Background: an optimization exercise with open tools, aiming at small area and a short achievable clock period. Do not read the settings as production practice.
Function was checked by simulation only, so behaviour that the tests miss may differ from the original.
Power is estimated from default activity; no workload was simulated.

==> flow/design.v (excerpt) <==
module rpi_sample_fifo_irq
#(
  parameter int DATA_WIDTH    = rpi_sample_fifo_irq_pkg::SAMPLE_WIDTH,
  parameter int DEPTH_LOG2    = rpi_sample_fifo_irq_pkg::DEFAULT_DEPTH_LOG2,
  parameter int IRQ_THRESHOLD = rpi_sample_fifo_irq_pkg::DEFAULT_IRQ_THRESHOLD,
  parameter int SYNC_STAGES   = rpi_sample_fifo_irq_pkg::DEFAULT_SYNC_STAGES
) (
  input  logic                  clk_in,
  input  logic                  reset,
  input  logic [DATA_WIDTH-1:0] sample_in,
  input  logic                  sample_valid,
  input  logic                  rpi_rd_strobe,
  output logic [DATA_WIDTH-1:0] rpi_data,
  output logic                  rpi_data_valid,
  output logic                  interrupt_enable,
  output logic [DEPTH_LOG2:0]   fifo_level,
  output logic                  overflow,
  output logic                  underflow
);
For scale: ~79 I/O pins.
==> flow/config.mk <==
export PLATFORM = sky130hd
export DESIGN_NAME = rpi_sample_fifo_irq
export DESIGN_NICKNAME = rpi_sample_fifo_irq
export VERILOG_FILES = /design/flow/design.v
export SDC_FILE = /design/flow/constraint.sdc
export NUM_CORES = 4
export LEC_CHECK = 0
export CAP_MARGIN = 20
export CORE_MARGIN = 2
export CORE_UTILIZATION = 45
export CTS_CLUSTER_DIAMETER = 100
export CTS_CLUSTER_SIZE = 25
export SETUP_SLACK_MARGIN = 2.0
export SLEW_MARGIN = 20
export SYNTH_HIERARCHICAL = 1
==> flow/constraint.sdc <==
create_clock -name core_clock -period 4.0 [get_ports {clk_in}]
set_input_delay 0.8000 -clock core_clock [delete_from_list [all_inputs] [get_ports {clk_in}]]
set_output_delay 0.8000 -clock core_clock [all_outputs]
set_load 0.01 [all_outputs]
run.sh (not shown) runs the stock make flow with config.mk's settings and CLKGATE_MAP_FILE= SYNTH_SCRIPT=/design/flow/synth_recipe.tcl, a recipe that flattens the netlist after the stock synthesis.
Then changed:
CORE_UTILIZATION = 40   (was 45)
SETUP_SLACK_MARGIN = 2.1   (was 2.0)
Outcome: Total power goes up by about 0.54%; clock skew goes down by 11 ps; routed wire length goes up by 6.4%; clock power stays flat; sequential share of layout area goes down by 1.7 points; worst setup slack gains 3.7 ps; cell count goes up by about 7%; fmax is about the same; area after synthesis stays the same; global-route usage goes down by 2.2 points.
Then changed:
CORE_UTILIZATION = 45   (was 40)
SETUP_SLACK_MARGIN = 2.0   (was 2.1)
SYNTH_HIERARCHICAL = not set   (was 1)
The new run ran to the end with no violations.
Maximum frequency stays flat.
Via count went up by 4.5%.
First-iteration DRC count went up by about 7%.
Sequential share of layout area went down by 0.85 points.
Non-clock buffer count went up by 212.
Then changed:
CORE_UTILIZATION = 50   (was 45)
SETUP_SLACK_MARGIN = 1.95   (was 2.0)
SYNTH_HIERARCHICAL = 1   (was not set)
Cell area is lower by a few percent.
Total power is lower slightly.
Final cell count is lower by a few percent.
Synthesized area is higher slightly.
Sequential power stays flat.
Worst setup slack got worse by 5.5 ps.
Clock skew is lower by 30 ps.
Utilization is higher by 2.3 points.
Global-route usage is lower by 2.0 points.

========
Setup of run 1:
The RTL this note starts from:
==> flow/design.v <==
`timescale 1ns/1ps
package rpi_sample_fifo_irq_pkg;
  localparam int SAMPLE_WIDTH          = 32;
  localparam int DEFAULT_DEPTH_LOG2    = 6;
  localparam int DEFAULT_IRQ_THRESHOLD = 32;
  localparam int DEFAULT_SYNC_STAGES   = 2;
  typedef enum logic [1:0] {
    IRQ_IDLE    = 2'd0,
    IRQ_ASSERT  = 2'd1,
    IRQ_RELEASE = 2'd2
  } irq_state_e;
endpackage
`timescale 1ns/1ps
module sync_edge_detect #(
  parameter int   STAGES    = 2,
  parameter logic RESET_VAL = 1'b1
) (
  input  logic clk_in,
  input  logic reset,
  input  logic async_in,
  output logic sync_out,
  output logic rise_pulse
);
  logic [STAGES-1:0] sync_q, sync_d;
  logic              prev_q, prev_d;
  always_comb begin
    sync_d = {sync_q[STAGES-2:0], async_in};
    prev_d = sync_q[STAGES-1];
  end
  always_ff @(posedge clk_in) begin
    if (reset) begin
      sync_q <= {STAGES{RESET_VAL}};
      prev_q <= RESET_VAL;
    end else begin
      sync_q <= sync_d;
      prev_q <= prev_d;
    end
  end
  assign sync_out   = sync_q[STAGES-1];
  assign rise_pulse = sync_q[STAGES-1] & ~prev_q;
endmodule
`timescale 1ns/1ps
module rpi_sample_fifo_irq
#(
  parameter int DATA_WIDTH    = rpi_sample_fifo_irq_pkg::SAMPLE_WIDTH,
  parameter int DEPTH_LOG2    = rpi_sample_fifo_irq_pkg::DEFAULT_DEPTH_LOG2,
  parameter int IRQ_THRESHOLD = rpi_sample_fifo_irq_pkg::DEFAULT_IRQ_THRESHOLD,
  parameter int SYNC_STAGES   = rpi_sample_fifo_irq_pkg::DEFAULT_SYNC_STAGES
) (
  input  logic                  clk_in,
  input  logic                  reset,
  input  logic [DATA_WIDTH-1:0] sample_in,
  input  logic                  sample_valid,
  input  logic                  rpi_rd_strobe,
  output logic [DATA_WIDTH-1:0] rpi_data,
  output logic                  rpi_data_valid,
  output logic                  interrupt_enable,
  output logic [DEPTH_LOG2:0]   fifo_level,
  output logic                  overflow,
  output logic                  underflow
);
  localparam int DEPTH   = 2**DEPTH_LOG2;    
  localparam int LEVEL_W = DEPTH_LOG2 + 1;
  localparam int RING    = 8;                
  localparam int RD_GRPS = 4;                
  localparam int RD_ROWS = DEPTH / RD_GRPS;  
  logic [DEPTH-1:0][DATA_WIDTH-1:0] mem_q;
  logic [DATA_WIDTH-1:0] rpi_data_q;
  logic [RING-1:0]    wr_lo_q, wr_hi_q;
  logic [RD_ROWS-1:0] rd_lo_q;
  logic [RD_GRPS-1:0] rd_hi_q;
  logic [LEVEL_W-1:0] level_q, level_d;
  logic               empty_q, empty_d;
  logic               full_q, full_d;
  logic               overflow_q, underflow_q, rpi_data_valid_q;
  logic               irq_q, release_q;
  logic strobe_sync, strobe_rise, pop_pulse;
  logic push_ok, pop_ok;
  sync_edge_detect #(
    .STAGES    (SYNC_STAGES),
    .RESET_VAL (1'b1)
  ) u_strobe_sync (
    .clk_in     (clk_in),
    .reset      (reset),
    .async_in   (rpi_rd_strobe),
    .sync_out   (strobe_sync),
    .rise_pulse (strobe_rise)
  );
  assign pop_pulse = strobe_rise & strobe_sync;
  assign pop_ok    = pop_pulse & ~empty_q;
  logic push_room;
  assign push_room = ~full_q | pop_pulse;
  assign push_ok   = sample_valid & push_room;
  logic [LEVEL_W-1:0] level_inc, level_dec, level_if_push, level_if_idle;
  always_comb begin
    level_inc     = level_q + LEVEL_W'(1);
    level_dec     = level_q - LEVEL_W'(1);
    level_if_push = (pop_ok | full_q) ? level_q : level_inc;
    level_if_idle = pop_ok ? level_dec : level_q;
    level_d       = sample_valid ? level_if_push : level_if_idle;
    empty_d       = sample_valid ? 1'b0 : (pop_ok ? (level_q == LEVEL_W'(1)) : empty_q);
    full_d        = sample_valid ? (full_q | (~pop_ok & (level_q == LEVEL_W'(DEPTH-1))))
                                 : (~pop_ok & full_q);
  end
  always_ff @(posedge clk_in) begin
    if (reset) begin
      wr_lo_q          <= RING'(1);
      wr_hi_q          <= RING'(1);
      rd_lo_q          <= RD_ROWS'(1);
      rd_hi_q          <= RD_GRPS'(1);
      level_q          <= '0;
      empty_q          <= 1'b1;
      full_q           <= 1'b0;
      overflow_q       <= 1'b0;
      underflow_q      <= 1'b0;
      rpi_data_valid_q <= 1'b0;
    end else begin
      if (push_ok) begin
        wr_lo_q <= {wr_lo_q[RING-2:0], wr_lo_q[RING-1]};
        if (wr_lo_q[RING-1]) wr_hi_q <= {wr_hi_q[RING-2:0], wr_hi_q[RING-1]};
      end
      if (pop_ok) begin
        rd_lo_q <= {rd_lo_q[RD_ROWS-2:0], rd_lo_q[RD_ROWS-1]};
        if (rd_lo_q[RD_ROWS-1]) rd_hi_q <= {rd_hi_q[RD_GRPS-2:0], rd_hi_q[RD_GRPS-1]};
      end
      level_q          <= level_d;
      empty_q          <= empty_d;
      full_q           <= full_d;
      overflow_q       <= overflow_q  | (sample_valid & ~push_ok);
      underflow_q      <= underflow_q | (pop_pulse & empty_q);
      rpi_data_valid_q <= rpi_data_valid_q | pop_ok;
    end
  end
  logic [RING-1:0] wr_hi_en;
  fifo_write_gate #(.N(RING)) u_wr_gate (
    .valid     (sample_valid),
    .full      (full_q),
    .rise      (strobe_rise),
    .ring      (wr_hi_q),
    .out       (wr_hi_en)
  );
  for (genvar i = 0; i < DEPTH; i++) begin : g_row
    always_ff @(posedge clk_in) begin
      if (wr_hi_en[i / RING] & wr_lo_q[i % RING]) begin
        mem_q[i] <= sample_in;
      end
    end
  end
  logic [RD_GRPS-1:0][DATA_WIDTH-1:0] rd_grp_d, rd_grp_q;
  for (genvar g = 0; g < RD_GRPS; g++) begin : g_rd_grp
    fifo_read_mux #(.DEPTH(RD_ROWS), .WIDTH(DATA_WIDTH)) u_rd_mux (
      .sel  (rd_lo_q),
      .data (mem_q[g*RD_ROWS +: RD_ROWS]),
      .out  (rd_grp_d[g])
    );
  end
  logic [DATA_WIDTH-1:0] sample_prev_q;
  logic                  bypass_q;
  always_ff @(posedge clk_in) begin
    rd_grp_q      <= rd_grp_d;
    sample_prev_q <= sample_in;
    bypass_q      <= push_ok & empty_q;
  end
  logic [DATA_WIDTH-1:0] rd_data;
  always_comb begin
    rd_data = '0;
    for (int g = 0; g < RD_GRPS; g++) rd_data = rd_data | ({DATA_WIDTH{rd_hi_q[g]}} & rd_grp_q[g]);
    if (bypass_q) rd_data = sample_prev_q;
  end
  always_ff @(posedge clk_in) begin
    if (reset) begin
      rpi_data_q <= '0;
    end else if (pop_ok) begin
      rpi_data_q <= rd_data;
    end
  end
  always_ff @(posedge clk_in) begin
    if (reset) begin
      irq_q     <= 1'b0;
      release_q <= 1'b0;
    end else begin
      irq_q     <= irq_q ? ~empty_q : (~release_q & (level_q >= LEVEL_W'(IRQ_THRESHOLD)));
      release_q <= irq_q & empty_q;
    end
  end
  assign rpi_data         = rpi_data_q;
  assign rpi_data_valid   = rpi_data_valid_q;
  assign interrupt_enable = irq_q;
  assign fifo_level       = level_q;
  assign overflow         = overflow_q;
  assign underflow        = underflow_q;
endmodule
module fifo_write_gate #(
  parameter int N = 8
) (
  input  logic         valid,
  input  logic         full,
  input  logic         rise,
  input  logic [N-1:0] ring,
  output logic [N-1:0] out
);
  assign out = {N{valid & (~full | rise)}} & ring;
endmodule
module fifo_read_mux #(
  parameter int DEPTH = 16,
  parameter int WIDTH = 32
) (
  input  logic [DEPTH-1:0]            sel,
  input  logic [DEPTH-1:0][WIDTH-1:0] data,
  output logic [WIDTH-1:0]            out
);
  localparam int G = 4;
  logic [DEPTH/G-1:0][WIDTH-1:0] grp;
  always_comb begin
    for (int g = 0; g < DEPTH/G; g++) begin
      for (int b = 0; b < WIDTH; b++) begin
        logic [G-1:0] t;
        for (int k = 0; k < G; k++) t[k] = sel[g*G+k] & data[g*G+k][b];
        grp[g][b] = |t;
      end
    end
    for (int b = 0; b < WIDTH; b++) begin
      logic [DEPTH/G-1:0] u;
      for (int g = 0; g < DEPTH/G; g++) u[g] = grp[g][b];
      out[b] = |u;
    end
  end
endmodule
make LEC_CHECK=0 CAP_MARGIN=20 CORE_MARGIN=2 CORE_UTILIZATION=40 CTS_CLUSTER_DIAMETER=100 CTS_CLUSTER_SIZE=25 SETUP_SLACK_MARGIN=1.95 SLEW_MARGIN=20 finish   # period 4.0 ns
Relative to run 1, the following input files were edited for run 2:
# run 1
export LEC_CHECK = 0
export CAP_MARGIN = 20
export CORE_MARGIN = 2
export CORE_UTILIZATION = 40
export CTS_CLUSTER_DIAMETER = 100
export CTS_CLUSTER_SIZE = 25
export SETUP_SLACK_MARGIN = 1.95
export SLEW_MARGIN = 20
create_clock -name core_clock -period 4.0 [get_ports {clk_in}]
# run 2
export LEC_CHECK = 0
export CAP_MARGIN = 20
export CORE_MARGIN = 2
export CORE_UTILIZATION = 40
export CTS_CLUSTER_DIAMETER = 100
export CTS_CLUSTER_SIZE = 25
export SETUP_SLACK_MARGIN = 1.8
export SLEW_MARGIN = 20
export SYNTH_HIERARCHICAL = 1
create_clock -name core_clock -period 4.0 [get_ports {clk_in}]
## What came out
- Run 2 reached the final stage; the timing, DRC and antenna checks on its layout passed.
- met2 as the layer carrying the most global-route usage was reported by run 1, and met1 by run 2.
- From run 1 to run 2 the numbers moved as follows: area added between synthesis and finish fell 4.2 points; share of the final layout cell area in sequential cells rose 2.2 points.
- Relative contribution of combinational cells to total power for run 2 is lower than for run 1.
- Going from run 1 to run 2, wire length lost 53 mm; number of gates on the worst path with buffers counted picked up an extra 2; clock power neither gained nor lost much; required arrival time at the worst endpoint picked up an extra 1.25 ns; xor-xnor portion of the synthesized cell area neither gained nor lost much.
- Total of plain and repair buffers excluding clock buffers (run 2 / run 1): 0.61
--- input diff run 2..run 3 ---
# run 2
export LEC_CHECK = 0
export CAP_MARGIN = 20
export CORE_MARGIN = 2
export CORE_UTILIZATION = 40
export CTS_CLUSTER_DIAMETER = 100
export CTS_CLUSTER_SIZE = 25
export SETUP_SLACK_MARGIN = 1.8
export SLEW_MARGIN = 20
export SYNTH_HIERARCHICAL = 1
create_clock -name core_clock -period 4.0 [get_ports {clk_in}]
# run 3
export LEC_CHECK = 0
export CAP_MARGIN = 20
export CORE_MARGIN = 2
export CORE_UTILIZATION = 40
export CTS_CLUSTER_DIAMETER = 100
export CTS_CLUSTER_SIZE = 25
export PLACE_DENSITY = 0.7
export SETUP_SLACK_MARGIN = 1.95
export SLEW_MARGIN = 20
export SYNTH_HIERARCHICAL = 1
create_clock -name core_clock -period 4.0 [get_ports {clk_in}]
Findings:
Run 3 ran to completion and came out clean on the timing, DRC and antenna checks. Delta (run 3 minus run 2): leakage power figure climbed 0.00079 uW; path depth of the worst reg2reg path increased 2. Cmp run 2 and run 3 / fmax / higher: run 2. In the tables for run 2 and run 3, via count reads higher with run 3. Lower total half-perimeter wirelength after legalization and detailed placement among run 2 and run 3: run 3. Re sequential share of layout area: run 3 is 1.6 points down on run 2. Compared with run 2, in run 3 arrival time at the worst endpoint now larger, share of power burned in combinational logic comparable, routed wire length now larger.
diff inputs: run 3 => run 4
# run 3
export LEC_CHECK = 0
export CAP_MARGIN = 20
export CORE_MARGIN = 2
export CORE_UTILIZATION = 40
export CTS_CLUSTER_DIAMETER = 100
export CTS_CLUSTER_SIZE = 25
export PLACE_DENSITY = 0.7
export SETUP_SLACK_MARGIN = 1.95
export SLEW_MARGIN = 20
export SYNTH_HIERARCHICAL = 1
create_clock -name core_clock -period 4.0 [get_ports {clk_in}]
# run 4
export LEC_CHECK = 0
export CAP_MARGIN = 20
export CORE_MARGIN = 2
export CORE_UTILIZATION = 40
export CTS_CLUSTER_DIAMETER = 100
export CTS_CLUSTER_SIZE = 25
export SETUP_SLACK_MARGIN = 1.95
export SLEW_MARGIN = 20
export SYNTH_HIERARCHICAL = 1
create_clock -name core_clock -period 4.0 [get_ports {clk_in}]
Findings:
Looking only at post-detailed-route wirelength per cell, and setting everything else aside, the higher value of run 3 and run 4 goes to run 3.
Taking run 3 as the reference, in run 4 routed wire length on met3 down 10%; number of vias after detailed routing fell about 1.8%.

==> re-timing with driven ports <==
In the flow no input, the clock included, has a driving cell. The finished layouts below were timed again as built, in two steps. Step 1 assumes that a clkbuf_16 drives the clock port and a buf_2 every other input. Step 2 moves the port delays by t, midway between the first and last clock arrival at a register: inputs arrive t later, outputs are due t later. That takes back most of the time a late clock gives input paths. Three values: ideal, step 1, step 2; two values: the first two.
| run | shift t [ns] | setup slack, ns | worst setup path at the end | worst data-port slew with drivers (ns) | cell pins on the clock port's net |
|---|---|---|---|---|---|
| the first run of note 1 | 0.832 | 1.825 / 1.735 / 1.349 | input to register | 0.14 | 1 |
| the second run of note 1 | 0.835 | 1.828 / 1.740 / 1.210 | input to register | 0.06 | 1 |
| the third run of note 1 | 0.867 | 1.829 / 1.740 / 1.328 | input to register | 0.14 | 1 |
| the fourth run of note 1 | 0.831 | 1.823 / 1.755 / 1.208 | input to register | 0.09 | 1 |
| run 1 | 0.843 | 1.817 / 1.738 / 1.263 | input to register | 0.10 | 1 |
| run 2 | 0.835 | 1.761 / 1.758 / 1.227 | input to register | 0.18 | 1 |
| run 3 | 0.836 | 1.700 / 1.700 / 1.399 | input to register | 0.11 | 1 |
| run 4 | 0.833 | 1.772 / 1.750 / 1.105 | input to register | 0.19 | 1 |
After both steps setup and hold are still met in every run listed. The setup slack of run 4, which loses most, moves by -0.022 ns with the drivers and by -0.667 ns with both steps.
